Context: an optimization exercise on an open-source flow, tuned for small area and a short achievable clock period. The choices shown serve that exercise and are no tape-out recipe.
No run shown here included a check of the RTL's function; only the layout flow was run.
Power is estimated from default activity; no workload was simulated.

**flow/flow/run.sh**
```bash
#!/bin/bash
# Own flow: the standard ORFS flow, with one hook before detailed placement that puts
# each flip-flop driving an output port next to that port's output buffer.
set -euo pipefail
here=$(pwd)
export PRE_DETAIL_PLACE_TCL=$here/flow/pre_dpl.tcl
bash standard.sh synth > synth.log 2>&1
bash standard.sh floorplan > floorplan.log 2>&1
bash standard.sh place > place.log 2>&1
bash standard.sh cts > cts.log 2>&1
bash standard.sh route > route.log 2>&1
bash standard.sh finish > finish.log 2>&1
```
**flow/flow/pre_dpl.tcl**
```tcl
# Move every flip-flop that drives an output port's buffer next to that buffer (the buffer
# sits at the port), together with the cell that drives the flip-flop's D input when that
# cell feeds nothing else (the hold/load multiplexer). Detailed placement then legalizes
# the moved cells.
set block [ord::get_db_block]
proc driver_of {net} {
  foreach it [$net getITerms] {
    if {[$it isOutputSignal]} { return $it }
  }
  return ""
}
set moved 0
foreach bterm [$block getBTerms] {
  if {[$bterm getIoType] ne "OUTPUT"} { continue }
  set net [$bterm getNet]
  if {$net eq "NULL"} { continue }
  set drv [driver_of $net]
  if {$drv eq ""} { continue }
  set buf [$drv getInst]
  set in_net ""
  foreach it [$buf getITerms] {
    if {[$it isInputSignal]} { set in_net [$it getNet] }
  }
  if {$in_net eq "" || $in_net eq "NULL"} { continue }
  set src [driver_of $in_net]
  if {$src eq ""} { continue }
  set ff [$src getInst]
  if {![string match "*__df*" [[$ff getMaster] getName]]} { continue }
  set loc [$buf getLocation]
  $ff setLocation [lindex $loc 0] [lindex $loc 1]
  incr moved
  # the flip-flop's D driver, if it drives only this flip-flop
  set dterm [$ff findITerm D]
  if {$dterm eq "NULL"} { continue }
  set dnet [$dterm getNet]
  if {$dnet eq "NULL"} { continue }
  set dd [driver_of $dnet]
  if {$dd eq ""} { continue }
  if {[llength [$dnet getITerms]] != 2} { continue }
  set dinst [$dd getInst]
  if {[string match "*__df*" [[$dinst getMaster] getName]]} { continue }
  $dinst setLocation [lindex $loc 0] [lindex $loc 1]
}
puts "pre_dpl: moved $moved output flip-flops next to their port buffers"
```
**flow/standard.sh**
```bash
#!/bin/bash
# synth_recipe.tcl (not shown) runs the flow's synth.tcl, then flattens the netlist and writes it again
# the make line also repeats each setting of config.mk as NAME=value (left out here)
make -C /OpenROAD-flow-scripts/flow DESIGN_CONFIG=/design/flow/config.mk WORK_HOME=/design/flow/orfs CLKGATE_MAP_FILE= SYNTH_SCRIPT=/design/flow/synth_recipe.tcl "${@:-finish}"
```
**flow/config.mk**
```make
export PLATFORM = sky130hd
export DESIGN_NAME = line_window_feeder
export DESIGN_NICKNAME = line_window_feeder
export VERILOG_FILES = /design/flow/design.v
export SDC_FILE = /design/flow/constraint.sdc
export NUM_CORES = 4
export LEC_CHECK = 0
export CAP_MARGIN = 20
export CORE_MARGIN = 2
export CORE_UTILIZATION = 70
export CTS_CLUSTER_DIAMETER = 80
export CTS_CLUSTER_SIZE = 30
export SETUP_SLACK_MARGIN = 3.6
export SLEW_MARGIN = 20
```
**flow/constraint.sdc**
```tcl
create_clock -name core_clock -period 6.0 [get_ports {clk}]
set_input_delay 1.2000 -clock core_clock [delete_from_list [all_inputs] [get_ports {clk}]]
set_output_delay 1.2000 -clock core_clock [all_outputs]
set_load 0.01 [all_outputs]
```
**flow/design.v**
```verilog
module line_window_feeder #(
  parameter int DATA_W    = 8,
  parameter int MAX_WIDTH = 256,
  parameter int ADDR_W    = 8
) (
  input  logic              clk,
  input  logic              rst_n,
  input  logic              frame_start,
  input  logic [ADDR_W-1:0] img_width,
  input  logic [ADDR_W-1:0] img_height,
  input  logic              in_valid,
  input  logic [DATA_W-1:0] in_pixel,
  output logic              in_ready,
  output logic              validData,
  output logic              start,
  output logic [DATA_W-1:0] pixel_in1,
  output logic [DATA_W-1:0] pixel_in2,
  output logic [DATA_W-1:0] pixel_in3,
  output logic [ADDR_W-1:0] col_addr,
  output logic              frame_done,
  output logic              cfg_err
);
  logic              busy_q, busy_d;
  logic              row1_q, row1_d;
  logic              stream_q, stream_d;
  logic              first_q, first_d;      
  logic [ADDR_W-1:0] width_q, width_d;      
  logic [ADDR_W-1:0] col_q, col_d;          
  logic              lastc_q, lastc_d;      
  logic [ADDR_W-1:0] rows_q, rows_d;        
  logic              cfg_err_q, cfg_err_d;
  logic              valid_q, valid_d;
  logic              start_q, start_d;
  logic              done_q, done_d;
  logic [DATA_W-1:0] p1_q, p1_d;
  logic [DATA_W-1:0] p2_q, p2_d;
  logic [DATA_W-1:0] p3_q, p3_d;
  logic [ADDR_W-1:0] caddr_q, caddr_d;
  logic [DATA_W-1:0] line_b_out;    
  logic [DATA_W-1:0] line_a_out;    
  logic accept;
  logic dims_ok;
  logic last_row;
  logic emit;
  assign in_ready = busy_q;
  assign accept   = in_valid & busy_q;
  assign emit     = in_valid & stream_q;
  assign last_row = (rows_q == '0);
  assign dims_ok  = (img_width >= ADDR_W'(3)) && (img_height >= ADDR_W'(3));
  always_comb begin
    busy_d    = busy_q;
    row1_d    = row1_q;
    stream_d  = stream_q;
    first_d   = first_q;
    width_d   = width_q;
    col_d     = col_q;
    lastc_d   = lastc_q;
    rows_d    = rows_q;
    cfg_err_d = cfg_err_q;
    p1_d      = p1_q;
    p2_d      = p2_q;
    p3_d      = p3_q;
    caddr_d   = caddr_q;
    valid_d   = emit;
    start_d   = emit & first_q;
    done_d    = emit & lastc_q & last_row;
    if (accept) begin
      if (lastc_q) begin
        col_d   = '0;
        lastc_d = 1'b0;
        rows_d  = rows_q - 1'b1;
        if (stream_q) begin
          if (last_row) begin
            busy_d   = 1'b0;
            stream_d = 1'b0;
          end
        end else if (row1_q) begin
          row1_d   = 1'b0;
          stream_d = 1'b1;
        end else begin
          row1_d   = 1'b1;
        end
      end else begin
        col_d   = col_q + 1'b1;
        lastc_d = ({1'b0, col_q} + 2'd2 == {1'b0, width_q});
      end
    end
    if (emit) begin
      first_d = 1'b0;
      p1_d    = line_a_out;
      p2_d    = line_b_out;
      p3_d    = in_pixel;
      caddr_d = col_q;
    end
    if (frame_start && !busy_q) begin
      if (dims_ok) begin
        busy_d    = 1'b1;
        row1_d    = 1'b0;
        stream_d  = 1'b0;
        first_d   = 1'b1;
        width_d   = img_width;
        col_d     = '0;
        lastc_d   = 1'b0;
        rows_d    = img_height - 1'b1;
        cfg_err_d = 1'b0;
      end else begin
        cfg_err_d = 1'b1;
      end
    end
  end
  always_ff @(posedge clk or negedge rst_n) begin
    if (!rst_n) begin
      busy_q    <= 1'b0;
      row1_q    <= 1'b0;
      stream_q  <= 1'b0;
      cfg_err_q <= 1'b0;
      valid_q   <= 1'b0;
      start_q   <= 1'b0;
      done_q    <= 1'b0;
      p1_q      <= '0;
      p2_q      <= '0;
      p3_q      <= '0;
      caddr_q   <= '0;
    end else begin
      busy_q    <= busy_d;
      row1_q    <= row1_d;
      stream_q  <= stream_d;
      cfg_err_q <= cfg_err_d;
      valid_q   <= valid_d;
      start_q   <= start_d;
      done_q    <= done_d;
      p1_q      <= p1_d;
      p2_q      <= p2_d;
      p3_q      <= p3_d;
      caddr_q   <= caddr_d;
    end
  end
  always_ff @(posedge clk) begin
    first_q <= first_d;
    width_q <= width_d;
    col_q   <= col_d;
    lastc_q <= lastc_d;
    rows_q  <= rows_d;
  end
  lwf_delay_line #(.DATA_W(DATA_W), .LEN_W(ADDR_W)) u_line_b (
    .clk(clk), .shift(in_valid), .len(width_q), .din(in_pixel), .dout(line_b_out)
  );
  lwf_delay_line #(.DATA_W(DATA_W), .LEN_W(ADDR_W)) u_line_a (
    .clk(clk), .shift(in_valid), .len(width_q), .din(line_b_out), .dout(line_a_out)
  );
  assign validData  = valid_q;
  assign start      = start_q;
  assign frame_done = done_q;
  assign pixel_in1  = p1_q;
  assign pixel_in2  = p2_q;
  assign pixel_in3  = p3_q;
  assign col_addr   = caddr_q;
  assign cfg_err    = cfg_err_q;
endmodule
module lwf_delay_line #(
  parameter int DATA_W = 8,
  parameter int LEN_W  = 8
) (
  input  logic              clk,
  input  logic              shift,
  input  logic [LEN_W-1:0]  len,
  input  logic [DATA_W-1:0] din,
  output logic [DATA_W-1:0] dout
);
  logic [DATA_W-1:0] seg_in  [LEN_W+1];
  logic [DATA_W-1:0] seg_out [LEN_W];
  for (genvar k = 0; k <= LEN_W; k++) begin : g_sel
    always_comb begin
      logic none;
      seg_in[k] = '0;
      none = 1'b1;
      for (int i = k - 1; i >= 0; i--) begin
        if (len[i] && none) seg_in[k] = seg_in[k] | seg_out[i];
        none = none & ~len[i];
      end
      if (none && k < LEN_W) seg_in[k] = seg_in[k] | din;
    end
  end
  for (genvar k = 0; k < LEN_W; k++) begin : g_seg
    logic [DATA_W-1:0] st [2**k];
    always_ff @(posedge clk) begin
      if (shift) begin
        st[0] <= seg_in[k];
        for (int i = 1; i < 2**k; i++) st[i] <= st[i-1];
      end
    end
    assign seg_out[k] = st[2**k-1];
  end
  assign dout = seg_in[LEN_W];
endmodule
```
==> summary.md, run 1 <==
| Metric | Value |
|---|---|
| Number of buffers inserted by port buffering | `64` |
| Highest-count cells in the layout ignoring fill and taps | `sky130_fd_sc_hd__edfxtp_1 (4088), sky130_fd_sc_hd__clkbuf_16 (166), sky130_fd_sc_hd__nand2_1 (99), sky130_fd_sc_hd__buf_4 (71), sky130_fd_sc_hd__o21ai_0 (64)` |
| Storage element area | `124100 µm²` |
| Grt ovf | `0` |
| Number of buffers and inverters on the critical path | `1` |
| Total of flip-flops plus latches after synthesis | `4145` |
| Multiplexer fraction of the synthesized cell area | `0.004538` |
| Net count after synthesis | `4899` |
| TritonCTS buffer count | `157` |
| Area share of the leading cell type in the synthesized netlist | `0.9554` |
| Post-synthesis compound-gate area fraction | `0.01431` |
| Maximum net fanout on the critical path | `2` |
| Count of endpoints failing hold in the final timing report | `0` |
| Starting utilization of the core area | `0.7033` |
| Drc violations | `0` |
| Clock tree from TritonCTS | `done` |
| Outcome | `finished clean` |
| DRC marker count from the first detailed-route iteration | `4834` |
| CP max-delay cell | `sky130_fd_sc_hd__dfrtp_2` |
| Slew @ Worst Pin | `0.8256 ns` |
| Largest stage delay on the critical path | `0.45 ns` |
| Average wire per cell in the routed design | `22.92 µm` |
| Cell type with the highest aggregate area in the netlist | `sky130_fd_sc_hd__edfxtp_1` |
| Most common cell after layout, fill and taps aside | `sky130_fd_sc_hd__edfxtp_1` |
| Combinational family with the most area after synthesis | `compound AO/OA/AOI/OAI gates` |
| Die extent in y | `432.4 µm` |
| Total negative slack | `0 ns` |
| Sort of element at the end of the critical path | `output pin` |
| Period minus WS final | `2.587 ns` |
| List of cells traversed by the critical path | `buf_6` |
| Biggest area contributors in the synthesized netlist | `sky130_fd_sc_hd__edfxtp_1 (96%), sky130_fd_sc_hd__dfrtp_1 (0.76%), sky130_fd_sc_hd__nand2_1 (0.30%)` |
| Final cell count without fillers | `7578` |
| Xor and xnor fraction of the mapped netlist area | `0.001500` |
| Gp weighted congestion | `0.8577` |
| Basic-gate share of the synthesized area counting and, or, nand and nor cells | `0.01006` |
| Yosys cell types | `68` |
| Share of flip-flops with an asynchronous set or reset | `0.009409` |
| Final-report max-slew violation count | `0` |
| CP startpoint kind | `flop` |
| Multi-input combinational cell area | `4245 µm²` |
| CTS H-tree lvls | `4` |
| Number of placement rows | `157` |
| Area of the core | `182700 µm²` |
| Worst slew slack as a fraction of its limit | `0.4353` |
| Post-Route Skew | `0.02552 ns` |
| Worst EP required | `4.80 ns` |
| Highest ir drop seen on vdd | `0.3038 mV` |
| Synthesis Warnings | `12` |
| Post-synthesis instance area | `128500 µm²` |
| Share of layout cells above drive strength 1 | `0.08322` |
| Die outline area | `187000 µm²` |
| Arrival time at the worst endpoint | `1.39 ns` |
| Initial antenna violation count | `7` |
| Total Nets Final | `5180` |
| Via density | `5.819` |
| Top FF cell, synth | `sky130_fd_sc_hd__edfxtp_1` |
| Mean post-synth cell area | `26.41 µm²` |
| Master cell of the clock root buffer | `sky130_fd_sc_hd__clkbuf_16` |
| Detailed-placement wirelength estimate | `92.22 mm` |
| Synthesized-area fraction occupied by adder cells | `0.0005843` |
| Cell family contributing the most delay on the critical path | `flip-flops` |
| Number of instances in the synthesized netlist | `4865` |
| Max-capacitance violation count | `0` |
| Sequential share of the synthesized area | `0.9658` |
| Post-detailed-route count of antenna-violating nets | `0` |
| Vias post-DR | `44096` |
| TritonCTS sink count | `4145` |
| P_leak | `45.66 nW` |
| Filler instances | `9540` |
| Total iterations of the first detailed-routing run | `6` |
| Worst hold path class | `reg2reg` |
| Number of setup violations in the final report | `0` |
| WS Path Type | `reg2out` |
| Unrepaired setup endpoints after global routing | `true` |
| Peak clock frequency supported by timing | `386.5 MHz` |
| Num ports | `65` |
| Worst-Skew Late Latency | `0.82 ns` |
| Wirelength, routed | `173.7 mm` |
| Number of enable-type register cells in the synthesized netlist | `4088` |
| Number of buffers added to fix hold violations after cts | `0` |
| Via count of the first global-routing pass | `40796` |
| Period utilization | `0.4312` |
| Largest net degree at the start of global routing | `219` |
| Power density normalized to cell area | `346.3 nW/µm²` |
| Synthesis-to-layout area growth | `7.295%` |
| Combined global-route utilization of all metal layers | `0.1811` |
| First-pass GRT wire length | `249.9 mm` |
| Clock-pin slew on the worst setup and hold paths | `0.10 ns` |
| DIE WIDTH | `432.4 µm` |
| Clock Tree Buf Depth | `3` |
| Number of cells after detailed placement | `7309` |
[final timing paths]
check	endpoint	start	slack, ns	cells after the start
min	u_line_a.g_seg[6].st[41][2]	u_line_a.g_seg[6].st[40][2]	0.42	0
min reg2reg	u_line_a.g_seg[6].st[41][2]	u_line_a.g_seg[6].st[40][2]	0.42	0
max in group asynchronous	p2_q[4]	rst_n	4.95	2
max reg2reg	p1_q[6]	width_q[3]	3.57	6
min in group asynchronous	p3_q[1]	rst_n	0.47	2
max	pixel_in1[6]	p1_q[6]	3.41	1
[cell usage after synthesis, drive strengths merged, types with 6 or more instances]
| master | n |
|---|---|
| edfxtp | 4088 |
| nand2 | 102 |
| o21ai | 72 |
| nor2 | 63 |
| a21oi | 55 |
| dfrtp | 39 |
| inv | 38 |
| buf | 34 |
| mux2 | 34 |
| clkbuf | 28 |
| mux2i | 20 |
| nor2b | 20 |
| dfxtp | 18 |
| nor3 | 14 |
| xnor2 | 14 |
| o221ai | 13 |
| nand2b | 12 |
| a221oi | 11 |
| a22o | 10 |
| a31oi | 10 |
| o21bai | 10 |
| o31ai | 10 |
| or3 | 10 |
| a22oi | 9 |
| o21a | 9 |
| o31a | 9 |
| a21o | 8 |
| or2 | 8 |
| xor2 | 8 |
| a211oi | 7 |
| and3b | 7 |
| ha | 6 |
| nand3b | 6 |
| o311ai | 6 |
[area by class of cell]
| cell class | instances | area share |
|---|---|---|
| Sequential cell | 4145 | 0.9003 |
| Multi-Input combinational cell | 620 | 0.03079 |
| Clock buffer | 193 | 0.02955 |
| Tap cell | 2385 | 0.02165 |
| Timing Repair Buffer | 183 | 0.01562 |
| Inverter | 38 | 0.001243 |
| Clock inverter | 11 | 0.0007896 |
| Timing Repair inverter | 1 | 0.00004538 |
| Antenna cell | 2 | 0.00003630 |
[per-stage QoR]
step | area (µm²) | hold slack [ns] | total power, W | utilization | setup slack (ns)
global placement | 132500 | 0.4002 | 0.03583 | 0.7254 | 2.282
CTS | 137400 | 0.4092 | 0.04827 | 0.7519 | 3.332
detailed placement | 132500 | 0.4045 | 0.03593 | 0.7255 | 1.467
finish | 137900 | 0.4156 | 0.04774 | 0.7546 | 3.413
global route | 137900 | 0.4236 | 0.04937 | 0.7546 | 3.344
floorplan | 128500 | 0.4003 | 0.03480 | - | 3.442
[per-layer routing]
layer / GRT usage / part of all wire / up-vias
met5: 0 / 0.000075 / -
met4: 0.06219 / 0.032 / 2
met1: 0.2965 / 0.48 / 22979
li1: - / - / 19887
met2: 0.2585 / 0.44 / 976
met3: 0.02761 / 0.049 / 252
[where the power goes]
part,switching (W),internal [W]
Combinational,0.000818,0.000315
Sequential,0.000605,0.0336
Clock,0.00748,0.00490
[flip-flops by register name, indices dropped and copies added (netlist names)]
name               cells
rows_q                 8
cfg_err_q              1
p2_q                   8
caddr_q                8
p3_q                   8
busy_q                 1
stream_q               1
width_q                8
start_q                1
valid_q                1
lastc_q                1
u_line_a.g_seg.st   2040
row1_q                 1
p1_q                   8
col_q                  8
u_line_b.g_seg.st   2040
first_q                1
done_q                 1
[cell families after synthesis]
kind of cell	count (synthesis)
flops	4145
mux	54
simple gates	269
compound gates	269
fa+ha+maj	6
buf+inv	100
xor+xnor	22
[repair_timing]
action / CTS / global route
buffers inserted: 33 / 16
gates cloned: 4 / 9
gates resized for setup: 266 / 30
pin swaps: 5 / 4
endpoints found under the setup margin: 632 / 1443
==> run 2, diff against run 1 <==
==> flow/flow/run.sh (replaced) <==
#!/bin/bash
# Own flow: the standard ORFS flow, with one hook before detailed placement that puts
# each flip-flop driving an output port next to that port's output buffer, and one before
# pin placement that keeps the ports together.
set -euo pipefail
here=$(pwd)
export PRE_DETAIL_PLACE_TCL=$here/flow/pre_dpl.tcl
export PRE_IO_PLACEMENT_TCL=$here/flow/pre_io.tcl
bash standard.sh synth > synth.log 2>&1
bash standard.sh floorplan > floorplan.log 2>&1
bash standard.sh place > place.log 2>&1
bash standard.sh cts > cts.log 2>&1
bash standard.sh route > route.log 2>&1
bash standard.sh finish > finish.log 2>&1
==> flow/flow/pre_io.tcl (new file) <==
# Keep all ports together in the middle of the bottom edge, so the flip-flops and buffers
# at the ports (output registers, the shift-enable root, the emit logic) sit close together.
set block [ord::get_db_block]
set die [$block getDieArea]
set w [expr {[$die dx] / 1000.0}]
set x0 [expr {int($w * 0.35)}]
set x1 [expr {int($w * 0.65)}]
set_io_pin_constraint -region bottom:$x0-$x1 -pin_names [get_ports *]
puts "pre_io: ports on bottom:$x0-$x1"
==> summary.md, run 2 <==
| Metric | Value |
|---|---|
| Highest-count cells in the layout ignoring fill and taps | `sky130_fd_sc_hd__edfxtp_1 (4088), sky130_fd_sc_hd__clkbuf_16 (165), sky130_fd_sc_hd__nand2_1 (102), sky130_fd_sc_hd__o21ai_0 (67), sky130_fd_sc_hd__buf_4 (57)` |
| Total Nets Final | `5154 (-0.50%)` |
| Period utilization | `0.4324 (+0.001130)` |
| Max-capacitance violation count | `0 (unchanged)` |
| Most Crowded Layer GR | `met1` |
| DRC marker count from the first detailed-route iteration | `4765 (-1.4%)` |
| TritonCTS sink count | `4145 (unchanged)` |
| Total iterations of the first detailed-routing run | `5 (-1)` |
| Antenna Diode Count | `0 (-2)` |
| Net count after synthesis | `4899 (unchanged)` |
| Starting utilization of the core area | `0.7033 (unchanged)` |
| Total negative slack | `0 ns (unchanged)` |
| Synthesis Warnings | `12 (unchanged)` |
| Die extent in y | `432.4 µm (unchanged)` |
| Vias post-DR | `43452 (-1.5%)` |
| Cell with the most instances after synthesis | `sky130_fd_sc_hd__edfxtp_1` |
| TritonCTS buffer count | `162 (+3.2%)` |
| Number of buffers inserted by port buffering | `64 (unchanged)` |
| Grt ovf | `0 (unchanged)` |
| WS Path Type | `reg2out` |
| Area share of the leading cell type in the synthesized netlist | `0.9554 (unchanged)` |
| Unrepaired setup endpoints after global routing | `true` |
| Clock tree from TritonCTS | `done` |
| Via count of the first global-routing pass | `40309 (-1.2%)` |
| Power density normalized to cell area | `349.0 nW/µm² (+0.78%)` |
| Core Util, Final | `0.7533 (-0.001309)` |
| Min Hold Slack | `0.4025 ns (-0.01310 ns)` |
| Cell family contributing the most delay on the critical path | `flip-flops` |
| Largest registers in the final layout | `u_line_a.g_seg.st: 2040 flops, u_line_b.g_seg.st: 2040 flops` |
| Num ports | `65 (unchanged)` |
| Number of placement rows | `157 (unchanged)` |
| Post-synthesis instance area | `128500 µm² (unchanged)` |
| Global routing usage on met2 | `0.2421 (-0.01645)` |
| Die outline area | `187000 µm² (unchanged)` |
| Largest net degree at the start of global routing | `219 (unchanged)` |
| Number of enable-type register cells in the synthesized netlist | `4088 (unchanged)` |
| CP max-delay cell | `sky130_fd_sc_hd__dfrtp_1` |
| Most frequent cells after synthesis | `sky130_fd_sc_hd__edfxtp_1 (4088), sky130_fd_sc_hd__nand2_1 (102), sky130_fd_sc_hd__o21ai_0 (71)` |
| Synthesis-to-layout area growth | `7.109%` |
| Sequential share of the synthesized area | `0.9658 (unchanged)` |
| Sort of element at the end of the critical path | `output pin` |
| List of cells traversed by the critical path | `buf_6` |
| Master cell of the clock root buffer | `sky130_fd_sc_hd__clkbuf_16` |
| Met3 track demand over resource | `0.02886 (+0.001243)` |
| CP startpoint kind | `flop` |
| Area of the core | `182700 µm² (unchanged)` |
| Share of flip-flops with an asynchronous set or reset | `0.009409 (unchanged)` |
| Mean post-synth cell area | `26.41 µm² (unchanged)` |
| Number of setup violations in the final report | `0 (unchanged)` |
| Worst EP required | `4.80 ns (about the same)` |
| Summed area of non-filler cells in the final layout | `137600 µm² (-0.17%)` |
| Maximum net fanout on the critical path | `2 (unchanged)` |
| DIE WIDTH | `432.4 µm (unchanged)` |
| Via density | `5.765 (-0.92%)` |
| P_leak | `45.59 nW (-0.14%)` |
| Share of layout cells above drive strength 1 | `0.07919 (-0.004028)` |
| Detailed-placement wirelength estimate | `87.08 mm (-5.6%)` |
| Clock-pin slew on the worst setup and hold paths | `0.10 ns (about the same)` |
| Gp weighted congestion | `0.8625 (+0.56%)` |
| Most common cell after layout, fill and taps aside | `sky130_fd_sc_hd__edfxtp_1` |
| Wirelength, routed | `163.8 mm (-5.7%)` |
| Final-report max-slew violation count | `0 (unchanged)` |
| Overall power of the completed layout | `0.04803 W (+0.61%)` |
| Worst slew slack as a fraction of its limit | `0.2865 (-0.1489)` |
| Total of flip-flops plus latches after synthesis | `4145 (unchanged)` |
| Number of instances in the synthesized netlist | `4865 (unchanged)` |
| Post-Route Skew | `0.02410 ns (-0.001413 ns)` |
| Cell type with the highest aggregate area in the netlist | `sky130_fd_sc_hd__edfxtp_1` |
| Initial antenna violation count | `11 (+4)` |
| Worst hold path class | `reg2reg` |
| Clock Tree Buf Depth | `3 (unchanged)` |
| Worst-Skew Late Latency | `0.84 ns (+0.02 ns)` |
| Combined global-route utilization of all metal layers | `0.1728 (-0.008292)` |
| Yosys cell types | `68 (unchanged)` |
| First-pass GRT wire length | `240.8 mm (-3.7%)` |
| Largest stage delay on the critical path | `0.42 ns (-0.03 ns)` |
| Placed Area | `132500 µm² (about the same)` |
| Biggest area contributors in the synthesized netlist | `sky130_fd_sc_hd__edfxtp_1 (96%), sky130_fd_sc_hd__dfrtp_1 (0.76%), sky130_fd_sc_hd__nand2_1 (0.30%)` |
| Arrival time at the worst endpoint | `1.39 ns (about the same)` |
| Period minus WS final | `2.594 ns (+0.006780 ns)` |
| Peak clock frequency supported by timing | `385.5 MHz (-0.26%)` |
| Highest ir drop seen on vdd | `0.3038 mV (about the same)` |
| Slew @ Worst Pin | `1.070 ns (+0.2447 ns)` |
| Average wire per cell in the routed design | `21.73 µm (-5.2%)` |
| Fraction of met1 tracks used by global routing | `0.2882 (-0.008212)` |
| CTS H-tree lvls | `4 (unchanged)` |
| Top FF cell, synth | `sky130_fd_sc_hd__edfxtp_1` |
| Post-detailed-route count of antenna-violating nets | `0 (unchanged)` |
| Drc violations | `0 (unchanged)` |
| Number of buffers and inverters on the critical path | `1 (unchanged)` |
| Count of endpoints failing hold in the final timing report | `0 (unchanged)` |
| Outcome | `finished clean` |
-- run 2: cell counts after synthesis --
Identical to the previous run, type by type.
-- run 2: path summary, 6_finish.rpt --
path	slack, ns	end	start	depth (start not counted)
worst max-delay path	3.41	pixel_in2[5]	p2_q[5]	1
min in group asynchronous	0.50	p3_q[2]	rst_n	1
max in group asynchronous	4.84	p2_q[1]	rst_n	1
worst min-delay path	0.40	u_line_b.g_seg[5].st[18][4]	u_line_b.g_seg[5].st[17][4]	0
worst min register to register	0.40	u_line_b.g_seg[5].st[18][4]	u_line_b.g_seg[5].st[17][4]	0
worst max register to register	3.61	u_line_a.g_seg[6].st[0][2]	width_q[7]	5
-- run 2: kinds of logic (layout without fill, tap and decap cells) --
group | after synthesis | count (layout) | share of synthesized area
buffers and inverters | 100 | 387 | 0.003204
adder cells (fa/ha/maj) | 6 | 6 | 0.0005843
multiplexers | 54 | 54 | 0.004538
AND/OR/NAND/NOR | 269 | 269 | 0.01006
AO/OA/AOI/OAI | 269 | 269 | 0.01431
XOR/XNOR | 22 | 22 | 0.001500
flip-flops | 4145 | 4145 | 0.9658
-- run 2: where the power goes --
group          internal (W)  leakage [nW]  switching (W)
sequential           0.0336          40.7       0.000600
combinational      0.000281          2.67       0.000738
clock               0.00514          2.22        0.00765
total                0.0390          45.6        0.00899
-- run 2: through the flow --
step | instances | setup slack (ns)
after detailed placement | 7304 | 2.101
after global placement | 7304 | 2.123
final | 7537 | 3.406
after CTS | 7528 | 3.331
after floorplan | 4865 | 3.442
after global routing | 7537 | 3.326
-- run 2: cell type report --
class	instances	area [µm²]
timing repair buffer	152	1645
fill	9566	45070
clock buffer	167	4136
inverter	38	167.7
multi-input combinational	620	4170
tap	2385	2984
clock inverter	29	411.6
timing repair inverter	1	6.256
sequential	4145	124100
-- run 2: repair_timing --
item	in CTS	in global routing
cloned	2	0
resized for setup	224	29
setup buffers	26	8
hold buffers	0	0
pin swaps	2	4
setup endpoints to repair	1382	632
-- run 2: layer usage --
metal | vias to the layer above | part of all wire
met4 | 0 | 0.025
met1 | 22551 | 0.49
met2 | 831 | 0.44
met3 | 237 | 0.047
met5 | - | 0
li1 | 19833 | -
==> run 3, diff against run 2 <==
--- a/flow/design.v
+++ b/flow/design.v
@@ -178,7 +178,7 @@
         if (len[i] && none) seg_in[k] = seg_in[k] | seg_out[i];
         none = none & ~len[i];
       end
-      if (none && k < LEN_W) seg_in[k] = seg_in[k] | din;
+      if (none) seg_in[k] = seg_in[k] | din;
     end
   end
   for (genvar k = 0; k < LEN_W; k++) begin : g_seg
==> flow/flow/run.sh (replaced) <==
#!/bin/bash
# Own flow: the standard ORFS flow, with one hook before detailed placement that puts
# each flip-flop driving an output port next to that port's output buffer.
set -euo pipefail
here=$(pwd)
export PRE_DETAIL_PLACE_TCL=$here/flow/pre_dpl.tcl
bash standard.sh synth > synth.log 2>&1
bash standard.sh floorplan > floorplan.log 2>&1
bash standard.sh place > place.log 2>&1
bash standard.sh cts > cts.log 2>&1
bash standard.sh route > route.log 2>&1
bash standard.sh finish > finish.log 2>&1
==> flow/flow/pre_dpl.tcl (replaced) <==
# Move every flip-flop that drives an output port's buffer next to that buffer (the buffer
# sits at the port). Detailed placement then legalizes the moved cells.
set block [ord::get_db_block]
set moved 0
foreach bterm [$block getBTerms] {
  if {[$bterm getIoType] ne "OUTPUT"} { continue }
  set net [$bterm getNet]
  if {$net eq "NULL"} { continue }
  set drv ""
  foreach it [$net getITerms] {
    if {[$it isOutputSignal]} { set drv $it }
  }
  if {$drv eq ""} { continue }
  set buf [$drv getInst]
  # the buffer's input net and the cell driving it
  set in_net ""
  foreach it [$buf getITerms] {
    if {[$it isInputSignal]} { set in_net [$it getNet] }
  }
  if {$in_net eq "" || $in_net eq "NULL"} { continue }
  set src ""
  foreach it [$in_net getITerms] {
    if {[$it isOutputSignal]} { set src [$it getInst] }
  }
  if {$src eq ""} { continue }
  if {![string match "*__df*" [[$src getMaster] getName]]} { continue }
  set loc [$buf getLocation]
  $src setLocation [lindex $loc 0] [lindex $loc 1]
  incr moved
}
puts "pre_dpl: moved $moved output flip-flops next to their port buffers"
removed: flow/flow/pre_io.tcl
==> summary.md, run 3 <==
| Metric | Value |
|---|---|
| Min Hold Slack | `0.4087 ns (+0.006166 ns)` |
| Share of flip-flops with an asynchronous set or reset | `0.009409 (unchanged)` |
| Period minus WS final | `2.609 ns (+0.01533 ns)` |
| Die outline area | `186700 µm² (-0.17%)` |
| Wirelength, routed | `167.3 mm (+2.1%)` |
| Hold path startpoint | `u_line_b.g_seg[2].st[0][1]` |
| RR Startpoint | `width_q[2]` |
| Worst slew slack as a fraction of its limit | `0.2640 (-0.02244)` |
| Slew @ Worst Pin | `1.104 ns (+0.03366 ns)` |
| Initial antenna violation count | `11 (unchanged)` |
| Post-detailed-route count of antenna-violating nets | `0 (unchanged)` |
| Starting utilization of the core area | `0.7029 (about the same)` |
| Cell family contributing the most delay on the critical path | `flip-flops` |
| TritonCTS sink count | `4145 (unchanged)` |
| Switching fraction of total power | `0.1871 (about the same)` |
| Overall power of the completed layout | `0.04850 W (+0.96%)` |
| DIE WIDTH | `432.1 µm (about the same)` |
| Storage element area | `124100 µm² (unchanged)` |
| Area of the core | `182500 µm² (-0.11%)` |
| Drc violations | `0 (unchanged)` |
| Most frequent cells after synthesis | `sky130_fd_sc_hd__edfxtp_1 (4088), sky130_fd_sc_hd__nand2_1 (155), sky130_fd_sc_hd__o21ai_0 (62)` |
| P_leak | `46.09 nW (+1.1%)` |
| Share of layout cells above drive strength 1 | `0.1011 (+0.02194)` |
| Biggest area contributors in the synthesized netlist | `sky130_fd_sc_hd__edfxtp_1 (96%), sky130_fd_sc_hd__dfrtp_1 (0.76%), sky130_fd_sc_hd__nand2_1 (0.45%)` |
| Worst setup path startpoint | `p1_q[4]` |
| Total Nets Final | `5223 (+1.3%)` |
| Die extent in y | `432.1 µm (about the same)` |
| Sequential cell fraction of total power | `0.707 (-0.006)` |
| Clock-pin slew on the worst setup and hold paths | `0.11 ns (about the same)` |
| Multi-input combinational cell area | `4287 µm² (+2.8%)` |
| Final-report max-slew violation count | `0 (unchanged)` |
| TritonCTS buffer count | `161 (-0.62%)` |
| Global routing usage on met2 | `0.2434 (+0.001340)` |
| Worst hold path class | `reg2reg` |
| Yosys cell types | `87 (+28%)` |
| Reported net switching power | `0.009073 W (+0.96%)` |
| Mean post-synth cell area | `26.51 µm² (+0.36%)` |
| Area share of the leading cell type in the synthesized netlist | `0.9571 (+0.001650)` |
| Largest registers in the final layout | `u_line_a.g_seg.st: 2040 flops, u_line_b.g_seg.st: 2040 flops` |
| Power density normalized to cell area | `350.3 nW/µm² (+0.37%)` |
| Post-synthesis instance area | `128300 µm² (-0.17%)` |
| Sort of element at the end of the critical path | `output pin` |
| Fraction of met1 tracks used by global routing | `0.3043 (+0.01607)` |
| Combined global-route utilization of all metal layers | `0.1773 (+0.004445)` |
| Most common cell after layout, fill and taps aside | `sky130_fd_sc_hd__edfxtp_1` |
| Number of instances in the synthesized netlist | `4839 (-0.53%)` |
| Synthesis Warnings | `12 (unchanged)` |
| Power Internal | `0.03942 W (+0.97%)` |
| Net count after synthesis | `4873 (-0.53%)` |
| Master cell of the clock root buffer | `sky130_fd_sc_hd__clkbuf_16` |
| Largest net degree at the start of global routing | `194 (-11%)` |
| CTS H-tree lvls | `4 (unchanged)` |
| Sequential share of the synthesized area | `0.9675 (+0.001668)` |
| Fraction of power consumed by the clock network | `0.267 (about the same)` |
| Gp weighted congestion | `0.8687 (+0.72%)` |
| Filler instances | `9378 (-2.0%)` |
| Top FF cell, synth | `sky130_fd_sc_hd__edfxtp_1` |
| Unrepaired setup endpoints after global routing | `true` |
| Detailed-placement wirelength estimate | `88.48 mm (+1.6%)` |
| Comb power frac | `0.026 (+0.005)` |
| Number of setup violations in the final report | `0 (unchanged)` |
| Number of buffers added to fix hold violations after cts | `0 (unchanged)` |
| Grt ovf | `0 (unchanged)` |
| Cell with the most instances after synthesis | `sky130_fd_sc_hd__edfxtp_1` |
| Peak clock frequency supported by timing | `383.2 MHz (-0.59%)` |
| Number of buffers inserted by port buffering | `64 (unchanged)` |
| Synthesis-to-layout area growth | `7.932%` |
| Worst EP required | `4.80 ns (about the same)` |
| Total negative slack | `0 ns (unchanged)` |
| Number of enable-type register cells in the synthesized netlist | `4088 (unchanged)` |
| Via count of the first global-routing pass | `40742 (+1.1%)` |
| Vias post-DR | `43885 (+1.0%)` |
| Met3 track demand over resource | `0.02882 (-0.00003820)` |
| Count of endpoints failing hold in the final timing report | `0 (unchanged)` |
| CP startpoint kind | `flop` |
| Clock tree from TritonCTS | `done` |
| Number of placement rows | `157 (unchanged)` |
| First-pass GRT wire length | `246.6 mm (+2.4%)` |
| Max-capacitance violation count | `0 (unchanged)` |
| Post-Route Skew | `0.01812 ns (-0.005987 ns)` |
| Arrival time at the worst endpoint | `1.41 ns (+0.02 ns)` |
| Largest stage delay on the critical path | `0.45 ns (+0.03 ns)` |
| Period utilization | `0.4349 (+0.002555)` |
| Clock Tree Buf Depth | `3 (unchanged)` |
| Highest-count cells in the layout ignoring fill and taps | `sky130_fd_sc_hd__edfxtp_1 (4088), sky130_fd_sc_hd__clkbuf_16 (173), sky130_fd_sc_hd__nand2_1 (149), sky130_fd_sc_hd__buf_4 (125), sky130_fd_sc_hd__nor2_1 (50)` |
| Most Crowded Layer GR | `met1` |
| Number of buffers and inverters on the critical path | `1 (unchanged)` |
| Outcome | `finished clean` |
| CP max-delay cell | `sky130_fd_sc_hd__dfrtp_2` |
| Cell type with the highest aggregate area in the netlist | `sky130_fd_sc_hd__edfxtp_1` |
| Highest ir drop seen on vdd | `0.2784 mV (-8.3%)` |
| Via density | `5.768 (about the same)` |
| WS Path Type | `reg2out` |
| Worst-Skew Late Latency | `0.83 ns (about the same)` |
| DRC marker count from the first detailed-route iteration | `5038 (+5.7%)` |
| Maximum net fanout on the critical path | `2 (unchanged)` |
| List of cells traversed by the critical path | `buf_6` |
| Total iterations of the first detailed-routing run | `5 (unchanged)` |
| Total of flip-flops plus latches after synthesis | `4145 (unchanged)` |
| Num ports | `65 (unchanged)` |
| Average wire per cell in the routed design | `21.99 µm (+1.2%)` |
-- run 3: path summary, 6_finish.rpt --
| path | slack, ns | end | cells past startpoint |
|---|---|---|---|
| max | 3.39 | pixel_in1[4] | 1 |
| min | 0.41 | u_line_b.g_seg[2].st[1][1] | 0 |
| max reg2reg | 3.49 | u_line_a.g_seg[5].st[0][4] | 6 |
| min reg2reg | 0.41 | u_line_b.g_seg[2].st[1][1] | 0 |
| max in group asynchronous | 4.87 | busy_q | 1 |
| min in group asynchronous | 0.50 | p1_q[6] | 1 |
-- run 3: cells by family (layout without fill, tap and decap cells) --
kind of cell               Yosys count  after routing  share of synthesized area
DFF                               4145           4145                     0.9675
and+or+nand+nor                    323            323                    0.01202
AOI/OAI and AO/OA                  218            218                    0.01172
buffers and inverters               82            464                   0.002907
muxes                               43             43                   0.003795
xor gates and xnor gates            22             22                   0.001502
adders and majority gates            6              6                  0.0005853
other                                0              2                          0
-- run 3: layout make-up --
type / count / area share
Sequential cell: 4145 / 0.8964
Clock buffer: 178 / 0.03148
Multi-Input combinational cell: 612 / 0.03096
Tap cell: 2385 / 0.02156
Timing Repair Buffer: 234 / 0.01671
Clock inverter: 17 / 0.001780
Inverter: 34 / 0.001012
Timing Repair inverter: 1 / 0.00005423
Antenna cell: 2 / 0.00003615
-- run 3: power groups by stage --
stage          Clock (W)  Sequential (W)  Combinational (W)
3_3_place_gp           0          0.0349            0.00108
2_1_floorplan          0          0.0346           0.000286
4_1_cts           0.0135          0.0343            0.00123
3_5_place_dp           0          0.0349            0.00116
5_1_grt           0.0144          0.0344            0.00139
6_report          0.0130          0.0343            0.00127
-- run 3: per-stage QoR --
stage	util	worst slack, ns	cells	cell area, µm²
floorplan	-	3.112	4839	128400
global placement	0.7263	1.686	7310	132600
detailed placement	0.7263	1.663	7310	132600
CTS	0.7556	3.336	7571	137900
global route	0.7586	3.328	7606	138400
finish	0.7586	3.391	7608	138400
-- run 3: what timing repair did --
action                                  4_1_cts  5_1_grt
setup buffers                                62       35
pin swaps                                    17       32
endpoints found under the setup margin      245      120
resized for setup                           226       65
gates cloned                                  4        0
-- run 3: metal layers --
metal,wire [µm],part of all wire,vias up
met4,3769,0.023,0
met5,0,0,-
met3,9196,0.055,242
met2,71800,0.43,960
li1,-,-,19875
met1,82540,0.49,22808
==> run 4, diff against run 3 <==
--- a/flow/flow/run.sh
+++ b/flow/flow/run.sh
@@ -4,6 +4,7 @@
 set -euo pipefail
 here=$(pwd)
 export PRE_DETAIL_PLACE_TCL=$here/flow/pre_dpl.tcl
+export PRE_RESIZE_TCL=$here/flow/pre_resize.tcl
 bash standard.sh synth > synth.log 2>&1
 bash standard.sh floorplan > floorplan.log 2>&1
 bash standard.sh place > place.log 2>&1
==> flow/flow/pre_resize.tcl (new file) <==
# Limit fanout during repair_design so the high-fanout shift-enable net (in_valid, which
# reaches every line-buffer flip-flop) gets a proper buffer tree.
set_max_fanout 20 [current_design]
==> summary.md, run 4 <==
| Metric | Value |
|---|---|
| Worst slew slack as a fraction of its limit | `0.2974 (+0.03340)` |
| Num ports | `65 (unchanged)` |
| Share of layout cells above drive strength 1 | `0.1358 (+0.03465)` |
| Destination of the worst register-to-register timing path | `u_line_a.g_seg[5].st[0][3]` |
| Fraction of power consumed by the clock network | `0.265 (-0.002)` |
| Net count after synthesis | `4873 (unchanged)` |
| Wirelength, routed | `179.2 mm (+7.1%)` |
| Sort of element at the end of the critical path | `flop` |
| Outcome | `finished clean` |
| Clock-pin slew on the worst setup and hold paths | `0.11 ns (about the same)` |
| Die outline area | `186700 µm² (unchanged)` |
| Count of endpoints failing hold in the final timing report | `0 (unchanged)` |
| Largest registers in the final layout | `u_line_a.g_seg.st: 2040 flops, u_line_b.g_seg.st: 2040 flops` |
| Synthesis-to-layout area growth | `9.707%` |
| Peak clock frequency supported by timing | `372.3 MHz (-2.8%)` |
| Detailed-placement wirelength estimate | `104.5 mm (+18%)` |
| TritonCTS buffer count | `160 (-0.62%)` |
| Biggest area contributors in the synthesized netlist | `sky130_fd_sc_hd__edfxtp_1 (96%), sky130_fd_sc_hd__dfrtp_1 (0.76%), sky130_fd_sc_hd__nand2_1 (0.45%)` |
| Switching fraction of total power | `0.1884 (+0.001349)` |
| Worst hold path class | `reg2reg` |
| Clock tree from TritonCTS | `done` |
| Maximum net fanout on the critical path | `5 (+3)` |
| Arrival time at the worst endpoint | `3.26 ns (+1.85 ns)` |
| DRC marker count from the first detailed-route iteration | `4588 (-8.9%)` |
| Worst reg2reg setup slack | `3.31 ns (-0.18 ns)` |
| Cell depth of the worst min-delay path | `0 (unchanged)` |
| Final-report max-slew violation count | `0 (unchanged)` |
| Post-Route Skew | `0.03764 ns (+0.01953 ns)` |
| P_leak | `47.56 nW (+3.2%)` |
| Post-synthesis instance area | `128300 µm² (unchanged)` |
| CTS H-tree lvls | `4 (unchanged)` |
| Total Nets Final | `5474 (+4.8%)` |
| Total of flip-flops plus latches after synthesis | `4145 (unchanged)` |
| Power density normalized to cell area | `345.3 nW/µm² (-1.4%)` |
| Worst EP required | `6.58 ns (+1.78 ns)` |
| Via count of the first global-routing pass | `42956 (+5.4%)` |
| Drc violations | `0 (unchanged)` |
| Worst Reg-to-Reg Cells | `8 (+2)` |
| Post-detailed-route count of antenna-violating nets | `0 (unchanged)` |
| Largest stage delay on the critical path | `0.57 ns (+0.12 ns)` |
| Share of flip-flops with an asynchronous set or reset | `0.009409 (unchanged)` |
| Number of buffers and inverters on the critical path | `3 (+2)` |
| RR Startpoint | `width_q[2]` |
| Grt ovf | `0 (unchanged)` |
| Number of setup violations in the final report | `0 (unchanged)` |
| Total negative slack | `0 ns (unchanged)` |
| List of cells traversed by the critical path | `buf_6 > buf_6 > buf_12 > and2b_2 > a221o_1 > a2111o_1 > a211oi_2 > a21oi_1` |
| Average wire per cell in the routed design | `22.80 µm (+3.7%)` |
| Initial antenna violation count | `10 (-1)` |
| Number of buffers inserted by port buffering | `64 (unchanged)` |
| Period utilization | `0.4476 (+0.01271)` |
| CP startpoint kind | `flop` |
| Most frequent cells after synthesis | `sky130_fd_sc_hd__edfxtp_1 (4088), sky130_fd_sc_hd__nand2_1 (155), sky130_fd_sc_hd__o21ai_0 (62)` |
| WS Path Type | `reg2reg` |
| DIE WIDTH | `432.1 µm (unchanged)` |
| Number of buffers added to fix hold violations after cts | `0 (unchanged)` |
| Hold path startpoint | `u_line_b.g_seg[2].st[2][6]` |
| Number of placement rows | `157 (unchanged)` |
| Starting utilization of the core area | `0.7029 (unchanged)` |
| Overall power of the completed layout | `0.04859 W (+0.19%)` |
| Slew @ Worst Pin | `1.052 ns (-0.05181 ns)` |
| Comb power frac | `0.030 (+0.004)` |
| Core Util, Final | `0.7711 (+0.01247)` |
| Gp weighted congestion | `0.8687 (unchanged)` |
| Worst-Skew Late Latency | `0.85 ns (+0.02 ns)` |
| Top FF cell, synth | `sky130_fd_sc_hd__edfxtp_1` |
| TritonCTS sink count | `4145 (unchanged)` |
| Hold Path Sink | `u_line_b.g_seg[2].st[3][6]` |
| Most common cell after layout, fill and taps aside | `sky130_fd_sc_hd__edfxtp_1` |
| Filler instances | `9186 (-2.0%)` |
| First-pass GRT wire length | `261.9 mm (+6.2%)` |
| Area of the core | `182500 µm² (unchanged)` |
| Power Internal | `0.03943 W (about the same)` |
| Antenna Diode Count | `0 (-2)` |
| Die extent in y | `432.1 µm (unchanged)` |
| Clock Tree Buf Depth | `3 (unchanged)` |
| Total iterations of the first detailed-routing run | `6 (+1)` |
| Unrepaired setup endpoints after global routing | `true` |
| Cell family contributing the most delay on the critical path | `compound AO/OA/AOI/OAI gates` |
| Period minus WS final | `2.686 ns (+0.07625 ns)` |
| Cell type with the highest aggregate area in the netlist | `sky130_fd_sc_hd__edfxtp_1` |
| Vias post-DR | `45303 (+3.2%)` |
| Yosys cell types | `87 (unchanged)` |
| Master cell of the clock root buffer | `sky130_fd_sc_hd__clkbuf_16` |
| Cell with the most instances after synthesis | `sky130_fd_sc_hd__edfxtp_1` |
| Highest ir drop seen on vdd | `0.2813 mV (+1.0%)` |
| Sequential share of the synthesized area | `0.9675 (unchanged)` |
| Most used cell along the critical path | `sky130_fd_sc_hd__buf_6` |
| Largest net degree at the start of global routing | `32 (-84%)` |
| CP max-delay cell | `sky130_fd_sc_hd__a2111o_1` |
| Mean post-synth cell area | `26.51 µm² (unchanged)` |
| Number of instances in the synthesized netlist | `4839 (unchanged)` |
| Combined global-route utilization of all metal layers | `0.1899 (+0.01257)` |
| Area share of the leading cell type in the synthesized netlist | `0.9571 (unchanged)` |
| Max-capacitance violation count | `0 (unchanged)` |
| Synthesis Warnings | `12 (unchanged)` |
| Highest-count cells in the layout ignoring fill and taps | `sky130_fd_sc_hd__edfxtp_1 (4088), sky130_fd_sc_hd__clkbuf_16 (171), sky130_fd_sc_hd__buf_4 (165), sky130_fd_sc_hd__nand2_1 (149), sky130_fd_sc_hd__buf_6 (89)` |
| Via density | `5.766 (about the same)` |
| Sequential cell fraction of total power | `0.705 (-0.002)` |
| Number of enable-type register cells in the synthesized netlist | `4088 (unchanged)` |
| Reported net switching power | `0.009155 W (+0.91%)` |
## run 4: cell counts after synthesis
Identical to the previous run, type by type.
## run 4: through the flow
step,area [µm²],instances,hold slack [ns],worst slack [ns]
after global routing,140700,7857,0.4168,3.301
after CTS,139600,7785,0.4107,3.325
after floorplan,128400,4839,0.4003,3.112
final,140700,7857,0.4058,3.314
after detailed placement,135000,7561,0.4045,-2.001
after global placement,132600,7310,0.4000,1.686
## run 4: worst max-delay path by stage
| stage | startpoint | end | slack [ns] | cells past startpoint |
|---|---|---|---|---|
| after detailed placement | in_valid | u_line_a.g_seg[6].st[7][0] | -2.00 | 7 |
| after CTS | in_valid | u_line_b.g_seg[1].st[1][7] | 3.33 | 6 |
| final | width_q[2] | u_line_a.g_seg[5].st[0][3] | 3.31 | 8 |
| after floorplan | in_pixel[0] | u_line_a.g_seg[6].st[0][0] | 3.11 | 5 |
| after global routing | width_q[2] | u_line_a.g_seg[5].st[0][3] | 3.30 | 8 |
| after global placement | img_height[5] | lastc_q | 1.69 | 6 |
## run 4: power groups by stage
stage	clock network (W)	registers, W	logic (W)
6_report	0.0129	0.0343	0.00143
5_1_grt	0.0142	0.0344	0.00155
4_1_cts	0.0134	0.0343	0.00136
3_5_place_dp	0	0.0349	0.00135
3_3_place_gp	0	0.0349	0.00108
2_1_floorplan	0	0.0346	0.000286
## run 4: cell families after synthesis
logic type / share of synthesized area
adder cells (fa/ha/maj): 0.0005853
AO/OA/AOI/OAI: 0.01172
buffers and inverters: 0.002907
AND/OR/NAND/NOR: 0.01202
XOR/XNOR: 0.001502
multiplexers: 0.003795
flip-flops: 0.9675
## run 4: timing repair
action / 4_1_cts / 5_1_grt
gates cloned: 1 / 2
hold endpoints to repair: 0 / 0
setup endpoints to repair: 3982 / 2865
pin swaps: 5 / 36
gates resized for setup: 1055 / 424
setup buffers: 29 / 69
## run 4: cell type report
class	count	area, µm²	area share
clock buffers	174	4248	0.03019
clock inverters	20	280.3	0.001992
inverters	34	132.6	0.0009425
multi-input cells	612	4393	0.03122
flip-flops and latches	4145	124100	0.8819
well taps	2385	2984	0.02121
repair buffers	487	4579	0.03254
## run 4: per-layer routing
| layer | routed length (µm) | track usage |
|---|---|---|
| met1 | 86950 | 0.3209 |
| met2 | 77510 | 0.2666 |
| met3 | 10150 | 0.02909 |
| met4 | 4561 | 0.05325 |
| met5 | 0 | 0 |

-- port drivers added, routing unchanged --
The flow's constraints put no driver on any port. The routed layouts listed below were extracted and timed again, unchanged, in two steps.
Step 1 assumes that a clkbuf_16 drives the clock port and a buf_2 every other input.
Step 2 adds t to the input delays and takes it off the output delays; t is the mean of the earliest and latest rising clock arrival at the registers after step 1. Input paths then give back, and output paths get back, about the clock's delay inside the block.
Slacks: ideal / step 1 / step 2; pairs: ideal / step 1.
run	t (ns)	setup WS [ns]	latest minus earliest clock arrival (ns)
run 1	0.897	3.413 / 3.324 / 2.572	0.028 / 0.028
run 2	0.892	3.406 / 3.339 / 2.644	0.029 / 0.030
run 3	0.905	3.391 / 3.305 / 2.616	0.024 / 0.024
run 4	0.914	3.314 / 3.296 / 2.579	0.044 / 0.044
After both steps every run listed still meets setup and hold. The setup slack of run 1, which loses most, moves by -0.089 ns with the drivers and by -0.841 ns with both steps.
